What follows belongs to an exercise in optimizing a design on an open flow for small area and few clock cycles per item; a production flow would make more cautious choices. At most, simulation tests tie the RTL to the original design; equivalence was not proved.

==> trial 29 <==
==> flow/design.v (excerpt) <==
module pid_regulator_deadband_clamp #(
  parameter int GAIN_FRAC_BITS = 8,
  parameter int SUM_WIDTH      = 32
) (
  input  logic                                clk,
  input  logic                                rst,
  input  logic                                cfg_we,
  input  logic [prdc_pkg::CFG_IDX_W-1:0]      cfg_index,
  input  logic [prdc_pkg::CFG_DATA_W-1:0]     cfg_data,
  input  logic                                in_valid,
  output logic                                in_stall,
  input  logic [2*prdc_pkg::DATA_W-1:0]       in_data,
  output logic                                out_valid,
  input  logic                                out_stall,
  output logic [prdc_pkg::DATA_W:0]           out_data
);
==> module prdc_output_stage, before the edit <==
module prdc_output_stage (
  input  logic        neg,
  input  logic        upper_nz,
  input  logic [14:0] mid,
  input  logic        low_nz,
  input  logic [14:0] limit,
  output logic [15:0] drive,
  output logic        clamped
);
  logic [14:0] nmag;
  logic [15:0] cmp_c;
  logic [14:0] cmp_s;
  logic [15:0] neg_limit;
  logic [15:0] neg_mid;
  logic [15:0] lim_run;
  logic [15:0] mid_run;
  assign nmag     = ~(mid ^ {15{neg}});
  assign cmp_c[0] = ~neg & ~low_nz;
  for (genvar i = 0; i < 15; i++) begin : g_cmp
    prdc_fa u_fa (.a(limit[i]), .b(nmag[i]), .c(cmp_c[i]), .s(cmp_s[i]), .co(cmp_c[i+1]));
  end
  assign clamped = upper_nz | ~cmp_c[15];
  always_comb begin
    lim_run[0] = 1'b1;
    mid_run[0] = low_nz;
    for (int i = 1; i < 16; i++) begin
      lim_run[i] = lim_run[i-1] & ~limit[i-1];
      mid_run[i] = mid_run[i-1] & mid[i-1];
    end
    neg_limit = ~{1'b0, limit} ^ lim_run;     
    neg_mid   = {1'b1, mid} ^ mid_run;         
  end
  always_comb begin
    if (clamped) drive = neg ? neg_limit : {1'b0, limit};
    else         drive = neg ? neg_mid : {1'b0, mid};
  end
endmodule
Settings: LEC_CHECK=0, CAP_MARGIN=5, CORE_MARGIN=2, CORE_UTILIZATION=65, SLEW_MARGIN=5, SYNTH_HIERARCHICAL=1, SYNTH_MINIMUM_KEEP_SIZE=0; clock period 10.0 ns.
run.sh (not shown) runs the stock make flow with config.mk's settings and CLKGATE_MAP_FILE= SYNTH_SCRIPT=/design/flow/synth_recipe.tcl, a recipe that flattens the netlist after the stock synthesis.
==> trial 13: changes against trial 29 <==
Settings changed: CAP_MARGIN 5 to 20, CORE_UTILIZATION 65 to 50, GPL_TIMING_DRIVEN from default to 0, SLEW_MARGIN 5 to 20.
==> trial 33: changes against trial 29 <==
--- a/flow/design.v
+++ b/flow/design.v
@@ -2159,27 +2159,19 @@
   logic [15:0] cmp_c;
-  logic [14:0] cmp_s;
-  logic [15:0] neg_limit;
-  logic [15:0] neg_mid;
-  logic [15:0] lim_run;
-  logic [15:0] mid_run;
   assign nmag     = ~(mid ^ {15{neg}});
-  assign cmp_c[0] = ~neg & ~low_nz;
-  for (genvar i = 0; i < 15; i++) begin : g_cmp
-    prdc_fa u_fa (.a(limit[i]), .b(nmag[i]), .c(cmp_c[i]), .s(cmp_s[i]), .co(cmp_c[i+1]));
-  end
-  assign clamped = upper_nz | ~cmp_c[15];
   always_comb begin
-    lim_run[0] = 1'b1;
-    mid_run[0] = low_nz;
-    for (int i = 1; i < 16; i++) begin
-      lim_run[i] = lim_run[i-1] & ~limit[i-1];
-      mid_run[i] = mid_run[i-1] & mid[i-1];
-    end
-    neg_limit = ~{1'b0, limit} ^ lim_run;     
-    neg_mid   = {1'b1, mid} ^ mid_run;         
+    cmp_c[0] = ~neg & ~low_nz;
+    for (int i = 0; i < 15; i++)
+      cmp_c[i+1] = (limit[i] & nmag[i]) | (cmp_c[i] & (limit[i] | nmag[i]));
   end
+  assign clamped = upper_nz | ~cmp_c[15];
+  logic [14:0] base;
+  logic        inc;
+  logic [15:0] run;
+  assign base = clamped ? (limit ^ {15{neg}}) : mid;
+  assign inc  = neg & (clamped | low_nz);
   always_comb begin
-    if (clamped) drive = neg ? neg_limit : {1'b0, limit};
-    else         drive = neg ? neg_mid : {1'b0, mid};
+    run[0] = inc;
+    for (int i = 1; i < 16; i++) run[i] = run[i-1] & base[i-1];
   end
+  assign drive = {neg, base} ^ run;
 endmodule
Settings changed: CAP_MARGIN 5 to 20, SLEW_MARGIN 5 to 20.
==> notes <==
- In synthesized cell count, trial 13 and trial 29 do not differ.
- In clock-buffer cell count, trial 29 and trial 13 do not differ.
- First-iteration DRC count: trial 33 > trial 29 > trial 13.
- Register-to-register slack, highest first: trial 29, trial 33, trial 13.
- Flip-flop and latch count is the same in trial 33 and trial 13.
- Between trial 33 and trial 13, the lower core utilization is in trial 13 (gap 16 points).
==> figures <==
                                                                      trial 33                 trial 13                   trial 29
CP required                                                           10160 ps                  8000 ps                    8000 ps
Inverters, non-clock                                                       104                      103                        103
Overall via count from detail_route                                      26900                    26600                      26500
Top cell type's share of synthesized area                                32.7%                    33.4%                      33.4%
Cell area after placement                                            35800 um2                36200 um2                  35900 um2
Starting Density                                                         66.1%                    50.3%                      65.6%
Detailed-placement wirelength estimate                                 94.4 mm                   112 mm                    92.8 mm
Worst endpoint data arrival time                                       9680 ps                  7850 ps                    7760 ps
Tightest slew margin relative to the limit                               19.3%                    26.0%                      19.5%
CP max stage cell                                        sky130_fd_sc_hd__fa_1  sky130_fd_sc_hd__mux4_2  sky130_fd_sc_hd__edfxtp_1
Met2 usage in global routing                                             66.6%                    60.0%                      66.7%
Run status                                    no timing/DRC/antenna violations  no timing/DRC/antenna violations  no timing/DRC/antenna violations
Setup WS post-layout                                                    484 ps                   149 ps                     239 ps
Adder and majority gate portion of the synthesized area                  36.9%                    38.0%                      38.0%
Testbench counts of trial 29, summed over its fixed seeds: cycles 16,676, items 16,384.
Testbench counts of trial 13, summed over its fixed seeds: cycles 16,676, items 16,384.
The RTL of trial 33 was laid out without a check of its function.

==> inputs of v29 <==
pid_regulator_deadband_clamp, a different RTL version from the one above (not shown whole).
// pid_regulator_deadband_clamp
module pid_regulator_deadband_clamp #(
  parameter int GAIN_FRAC_BITS = 8,
  parameter int SUM_WIDTH      = 32
) (
  input  logic                                clk,
  input  logic                                rst,
  input  logic                                cfg_we,
  input  logic [prdc_pkg::CFG_IDX_W-1:0]      cfg_index,
  input  logic [prdc_pkg::CFG_DATA_W-1:0]     cfg_data,
  input  logic                                in_valid,
  output logic                                in_stall,
  input  logic [2*prdc_pkg::DATA_W-1:0]       in_data,
  output logic                                out_valid,
  input  logic                                out_stall,
  output logic [prdc_pkg::DATA_W:0]           out_data
);
  prdc_pkg::prdc_cfg_t cfg;
  logic                in_q_valid;
  logic                valid_q;
  logic                res_valid;
  logic                res_ready;
  logic                err_ready;
  logic                in_ready;
  logic                take;
  logic                sum_neg, sum_upper_nz, sum_low_nz;
  logic [14:0]         sum_mid;
  logic                res_neg, res_upper_nz, res_low_nz;
  logic [14:0]         res_mid;
  logic signed [16:0]  e;
  logic signed [31:0]  s;
  logic signed [17:0]  d;
  prdc_cfg_regs u_cfg (
    .clk       (clk),
    .rst       (rst),
    .cfg_we    (cfg_we),
    .cfg_index (cfg_index),
    .cfg_data  (cfg_data),
    .cfg       (cfg)
  );
  assign res_ready = ~res_valid | ~out_stall;
  assign err_ready = ~valid_q | res_ready;
  assign in_ready  = ~in_q_valid | err_ready;
  assign in_stall  = ~in_ready;
  assign take      = in_valid & in_ready;
  assign out_valid = res_valid;
  always_ff @(posedge clk) begin
    if (rst) begin
      in_q_valid <= 1'b0;
      valid_q    <= 1'b0;
      res_valid  <= 1'b0;
    end else begin
      if (in_ready)  in_q_valid <= in_valid;
      if (err_ready) valid_q    <= in_q_valid;
      if (res_ready) res_valid  <= valid_q;
    end
  end
  always_ff @(posedge clk) begin
    if (valid_q && res_ready) begin
      res_neg      <= sum_neg & cfg.polarity[0];
      res_upper_nz <= sum_upper_nz & cfg.polarity[0];
      res_mid      <= sum_mid & {15{cfg.polarity[0]}};
      res_low_nz   <= sum_low_nz & cfg.polarity[0];
    end
  end
  ...
Settings: LEC_CHECK=0, ABC_AREA=1, CAP_MARGIN=20, CORE_MARGIN=2, CORE_UTILIZATION=75, CTS_BUF_LIST=sky130_fd_sc_hd__clkbuf_8, CTS_CLUSTER_SIZE=7, SLEW_MARGIN=20, SYNTH_HIERARCHICAL=1, SYNTH_MINIMUM_KEEP_SIZE=0; clock period 10.0 ns.
==> v31 (differences from v29) <==
- ABC_AREA: 1 -> unset
- CORE_UTILIZATION: 75 -> 55
==> v39 (differences from v29) <==
- ABC_AREA: 1 -> unset
- CORE_UTILIZATION: 75 -> 65
- CTS_BUF_LIST: sky130_fd_sc_hd__clkbuf_8 -> unset
- CTS_CLUSTER_SIZE: 7 -> unset
==> run notes <==
- Area after synthesis is the same in v39 and v31.
- Wire length: v29 > v31 > v39.
- Of v29 and v39, v39 has the higher cell area (gap 3.3%, measured against v39).
- Clock skew: v39 < v29 < v31.
- Between v31 and v29, the lower maximum frequency is in v31 (gap about 2.5%, measured against v29).
Testbench counts of v29, summed over its fixed seeds: cycles 16,676, items 16,384.
Testbench counts of v31, summed over its fixed seeds: cycles 16,676, items 16,384.
Testbench counts of v39, summed over its fixed seeds: cycles 16,676, items 16,384.

==> run B <==
Another version of the RTL of pid_regulator_deadband_clamp (not shown whole).
## pid_regulator_deadband_clamp
module pid_regulator_deadband_clamp #(
  parameter int GAIN_FRAC_BITS = 8,
  parameter int SUM_WIDTH      = 32
) (
  input  logic                                clk,
  input  logic                                rst,
  input  logic                                cfg_we,
  input  logic [prdc_pkg::CFG_IDX_W-1:0]      cfg_index,
  input  logic [prdc_pkg::CFG_DATA_W-1:0]     cfg_data,
  input  logic                                in_valid,
  output logic                                in_stall,
  input  logic [2*prdc_pkg::DATA_W-1:0]       in_data,
  output logic                                out_valid,
  input  logic                                out_stall,
  output logic [prdc_pkg::DATA_W:0]           out_data
);
  prdc_pkg::prdc_cfg_t cfg;
  logic                valid_q;
  logic                res_valid;
  logic                res_ready;
  logic                err_ready;
  logic                take;
  logic [15:0]         drive;
  logic                clamped;
  logic signed [16:0]  e;
  logic signed [31:0]  s;
  logic signed [17:0]  d;
  logic signed [47:0]  acc;
  prdc_cfg_regs u_cfg (
    .clk       (clk),
    .rst       (rst),
    .cfg_we    (cfg_we),
    .cfg_index (cfg_index),
    .cfg_data  (cfg_data),
    .cfg       (cfg)
  );
  ...
==> flow/config.mk <==
export PLATFORM = sky130hd
export DESIGN_NAME = pid_regulator_deadband_clamp
export DESIGN_NICKNAME = pid_regulator_deadband_clamp
export VERILOG_FILES = /design/flow/design.v
export SDC_FILE = /design/flow/constraint.sdc
export NUM_CORES = 4
export LEC_CHECK = 0
export CAP_MARGIN = 20
export CORE_MARGIN = 2
export CORE_UTILIZATION = 40
export SLEW_MARGIN = 20
==> flow/constraint.sdc <==
create_clock -name core_clock -period 10.0 [get_ports {clk}]
set_input_delay 2.0000 -clock core_clock [delete_from_list [all_inputs] [get_ports {clk}]]
set_output_delay 2.0000 -clock core_clock [all_outputs]
set_load 0.01 [all_outputs]
==> run D (differences from run B) <==
--- a/flow/design.v
+++ b/flow/design.v
@@ -39,32 +39,27 @@
   input  logic                                rst,
   input  logic                                cfg_we,
   input  logic [prdc_pkg::CFG_IDX_W-1:0]      cfg_index,
   input  logic [prdc_pkg::CFG_DATA_W-1:0]     cfg_data,
   output prdc_pkg::prdc_cfg_t                 cfg
 );
+  logic [15:0] wdata_zero;    
+  logic [14:0] wdata_ones;    
+  logic [5:0]  wen;
+  assign wdata_zero = cfg_data & {16{~rst}};
+  assign wdata_ones = cfg_data[14:0] | {15{rst}};
+  always_comb begin
+    for (int k = 0; k < 6; k++) wen[k] = rst | (cfg_we && cfg_index == 3'(k));
+  end
   always_ff @(posedge clk) begin
-    if (rst) begin
-      cfg.gain_p       <= '0;
-      cfg.gain_i       <= '0;
-      cfg.gain_d       <= '0;
-      cfg.polarity     <= '0;
-      cfg.deadband     <= '0;
-      cfg.output_limit <= prdc_pkg::LIMIT_RESET;
-    end else if (cfg_we) begin
-      case (cfg_index)
-        prdc_pkg::CFG_GAIN_P:       cfg.gain_p       <= cfg_data;
-        prdc_pkg::CFG_GAIN_I:       cfg.gain_i       <= cfg_data;
-        prdc_pkg::CFG_GAIN_D:       cfg.gain_d       <= cfg_data;
-        prdc_pkg::CFG_POLARITY:     cfg.polarity     <= cfg_data[1:0];
-        prdc_pkg::CFG_DEADBAND:     cfg.deadband     <= cfg_data[prdc_pkg::LIMIT_W-1:0];
-        prdc_pkg::CFG_OUTPUT_LIMIT: cfg.output_limit <= cfg_data[prdc_pkg::LIMIT_W-1:0];
-        default: begin
-        end
-      endcase
-    end
+    if (wen[prdc_pkg::CFG_GAIN_P])       cfg.gain_p       <= wdata_zero;
+    if (wen[prdc_pkg::CFG_GAIN_I])       cfg.gain_i       <= wdata_zero;
+    if (wen[prdc_pkg::CFG_GAIN_D])       cfg.gain_d       <= wdata_zero;
+    if (wen[prdc_pkg::CFG_POLARITY])     cfg.polarity     <= wdata_zero[1:0];
+    if (wen[prdc_pkg::CFG_DEADBAND])     cfg.deadband     <= wdata_zero[prdc_pkg::LIMIT_W-1:0];
+    if (wen[prdc_pkg::CFG_OUTPUT_LIMIT]) cfg.output_limit <= wdata_ones;
   end
 endmodule
 module prdc_error_stage (
   input  logic               clk,
   input  logic               rst,
   input  logic               take,
@@ -96,18 +91,15 @@
     if (sum_wide[32] != sum_wide[31])
       sum_next = sum_wide[32] ? 32'sh8000_0000 : 32'sh7FFF_FFFF;
     else
       sum_next = sum_wide[31:0];
   end
   always_ff @(posedge clk) begin
-    if (rst) begin
-      e <= '0;
-      s <= '0;
-    end else if (take) begin
-      e <= err_next;
-      s <= sum_next;
+    if (take | rst) begin
+      e <= err_next & {17{~rst}};
+      s <= sum_next & {32{~rst}};
     end
   end
   always_ff @(posedge clk) begin
     if (take) d <= diff_next;
   end
 endmodule
@@ -116,13 +108,16 @@
   input  logic signed [15:0] gain_i,
   input  logic signed [15:0] gain_d,
   input  logic [1:0]         polarity,
   input  logic signed [16:0] e,
   input  logic signed [31:0] s,
   input  logic signed [17:0] d,
-  output logic signed [47:0] acc
+  output logic               neg,
+  output logic               upper_nz,
+  output logic [14:0]        mid,
+  output logic               low_nz
 );
   logic en, inv;
   assign en  = polarity[0];
   assign inv = polarity[1];
   logic p_one0, p_two0, p_neg0;
   logic [17:0] p_r0;
@@ -2370,35 +2365,37 @@
   assign c1042 = (~i_r6[32] & i_r7[30]) | (~i_r6[32] & c952) | (i_r7[30] & c952);
   assign s1043 = i_r7[31] ^ 1'b1;
   assign c1044 = i_r7[31] & 1'b1;
   logic [47:0] ra, rb;
   assign ra = {1'b1, ~i_r7[32], c1042, c1040, c1038, c1036, c1034, c1032, c1030, c1028, c1026, c1024, c1022, c1020, c1018, c1016, c1014, c1012, c1010, c1008, c1006, c1004, c1002, c1000, c998, c996, c994, c992, c990, c988, c986, c984, c982, c980, c978, c976, c974, c972, c970, c968, c966, c964, c962, c960, c958, c956, c954, s865};
   assign rb = {1'b0, c1044, s1043, s1041, s1039, s1037, s1035, s1033, s1031, s1029, s1027, s1025, s1023, s1021, s1019, s1017, s1015, s1013, s1011, s1009, s1007, s1005, s1003, s1001, s999, s997, s995, s993, s991, s989, s987, s985, s983, s981, s979, s977, s975, s973, s971, s969, s967, s965, s963, s961, s959, s957, s955, s953};
+  logic [47:0] acc;
   assign acc = ra + rb;
+  assign neg      = acc[47];
+  assign upper_nz = acc[46:23] != {24{acc[47]}};
+  assign mid      = acc[22:8];
+  assign low_nz   = |acc[7:0];
 endmodule
 module prdc_output_stage (
-  input  logic signed [47:0] acc,
-  input  logic [14:0]        limit,
-  output logic [15:0]        drive,
-  output logic               clamped
+  input  logic        neg,
+  input  logic        upper_nz,
+  input  logic [14:0] mid,
+  input  logic        low_nz,
+  input  logic [14:0] limit,
+  output logic [15:0] drive,
+  output logic        clamped
 );
-  logic        neg;
-  logic        upper_nz;
-  logic        low_nz;
-  logic [14:0] mid;
+  logic [14:0] mag;
   logic [15:0] cmp;
   logic [15:0] base;
   logic        inc;
   always_comb begin
-    neg      = acc[47];
-    upper_nz = acc[46:23] != {24{neg}};
-    low_nz   = |acc[7:0];
-    mid      = acc[22:8] ^ {15{neg}};
-    cmp      = {1'b0, limit} + {1'b0, ~mid} + {15'd0, ~neg & ~low_nz};
+    mag      = mid ^ {15{neg}};
+    cmp      = {1'b0, limit} + {1'b0, ~mag} + {15'd0, ~neg & ~low_nz};
     clamped  = upper_nz | ~cmp[15];
-    base     = clamped ? (neg ? {1'b1, ~limit} : {1'b0, limit}) : {neg, acc[22:8]};
+    base     = clamped ? (neg ? {1'b1, ~limit} : {1'b0, limit}) : {neg, mid};
     inc      = neg & (clamped | low_nz);
     drive    = base + {15'd0, inc};
   end
 endmodule
 module pid_regulator_deadband_clamp #(
   parameter int GAIN_FRAC_BITS = 8,
@@ -2419,18 +2416,19 @@
   prdc_pkg::prdc_cfg_t cfg;
   logic                valid_q;
   logic                res_valid;
   logic                res_ready;
   logic                err_ready;
   logic                take;
-  logic [15:0]         drive;
-  logic                clamped;
+  logic                sum_neg, sum_upper_nz, sum_low_nz;
+  logic [14:0]         sum_mid;
+  logic                res_neg, res_upper_nz, res_low_nz;
+  logic [14:0]         res_mid;
   logic signed [16:0]  e;
   logic signed [31:0]  s;
   logic signed [17:0]  d;
-  logic signed [47:0]  acc;
   prdc_cfg_regs u_cfg (
     .clk       (clk),
     .rst       (rst),
     .cfg_we    (cfg_we),
     .cfg_index (cfg_index),
     .cfg_data  (cfg_data),
@@ -2448,13 +2446,18 @@
     end else begin
       if (err_ready) valid_q <= in_valid;
       if (res_ready) res_valid <= valid_q;
     end
   end
   always_ff @(posedge clk) begin
-    if (valid_q && res_ready) out_data <= {drive, clamped};
+    if (valid_q && res_ready) begin
+      res_neg      <= sum_neg;
+      res_upper_nz <= sum_upper_nz;
+      res_mid      <= sum_mid;
+      res_low_nz   <= sum_low_nz;
+    end
   end
   prdc_error_stage u_error (
     .clk      (clk),
     .rst      (rst),
     .take     (take),
     .measured (in_data[31:16]),
@@ -2469,15 +2472,21 @@
     .gain_i   (cfg.gain_i),
     .gain_d   (cfg.gain_d),
     .polarity (cfg.polarity),
     .e        (e),
     .s        (s),
     .d        (d),
-    .acc      (acc)
+    .neg      (sum_neg),
+    .upper_nz (sum_upper_nz),
+    .mid      (sum_mid),
+    .low_nz   (sum_low_nz)
   );
   prdc_output_stage u_output (
-    .acc     (acc),
-    .limit   (cfg.output_limit),
-    .drive   (drive),
-    .clamped (clamped)
+    .neg      (res_neg),
+    .upper_nz (res_upper_nz),
+    .mid      (res_mid),
+    .low_nz   (res_low_nz),
+    .limit    (cfg.output_limit),
+    .drive    (out_data[16:1]),
+    .clamped  (out_data[0])
   );
 endmodule
==> results.toml <==
[timing]
setup_viol = 9
worst_slack_ns = -0.139

[status]
check.faults = "negative setup slack"
status = "complete, but fails checks"

[worst_setup_path]
crit_type = "reg2reg"

[clock_network]
clock_sinks = 166
-- figures above: run B

==> results.toml <==
[worst_setup_path]
crit_type = "in2reg"

[clock_network]
clock_sinks = 167

[status]
status = "complete, no violations"

[timing]
setup_viol = 0
worst_slack_ns = 0.526
-- figures above: run D

No functional check of the RTL was part of any run of this note.

-- port drivers added, routing unchanged --
The results above use ideal ports. As a check the final layouts listed here were re-extracted and re-timed, cells and wires unchanged.
Step 1 sets driving cells, clkbuf_16 on the clock port and buf_2 on the other inputs (assumed; they add their load-dependent delay and slew).
Step 2, shift: input delay + t, output delay - t, t = (earliest + latest rising clock arrival at the registers) / 2. This alone moves slack from input paths to output paths.
Slacks: ideal ports / drivers / drivers and shift; pairs: ideal ports / drivers.
run | t, ns | slack for setup (ns) | pins driven straight from the clock port
trial 29 | 0.505 | 0.239 / 0.183 / 0.107 | 1
trial 13 | 0.514 | 0.149 / 0.086 / -0.110 | 1
trial 33 | 0.527 | 0.484 / 0.484 / 0.090 | 1
v29 | 0.557 | 0.647 / 0.687 / 0.130 | 1
v31 | 0.540 | 0.410 / 0.410 / 0.059 | 1
v39 | 0.502 | 0.270 / 0.270 / 0.095 | 1
run B | 0.538 | -0.139 / -0.139 / -0.139 | 1
run D | 0.554 | 0.526 / 0.579 / 0.025 | 1
Met with ideal ports but missed after step 2: setup timing in trial 13. For v29, which loses most, drivers alone change the setup slack by +0.040 ns; drivers and shift together by -0.517 ns.
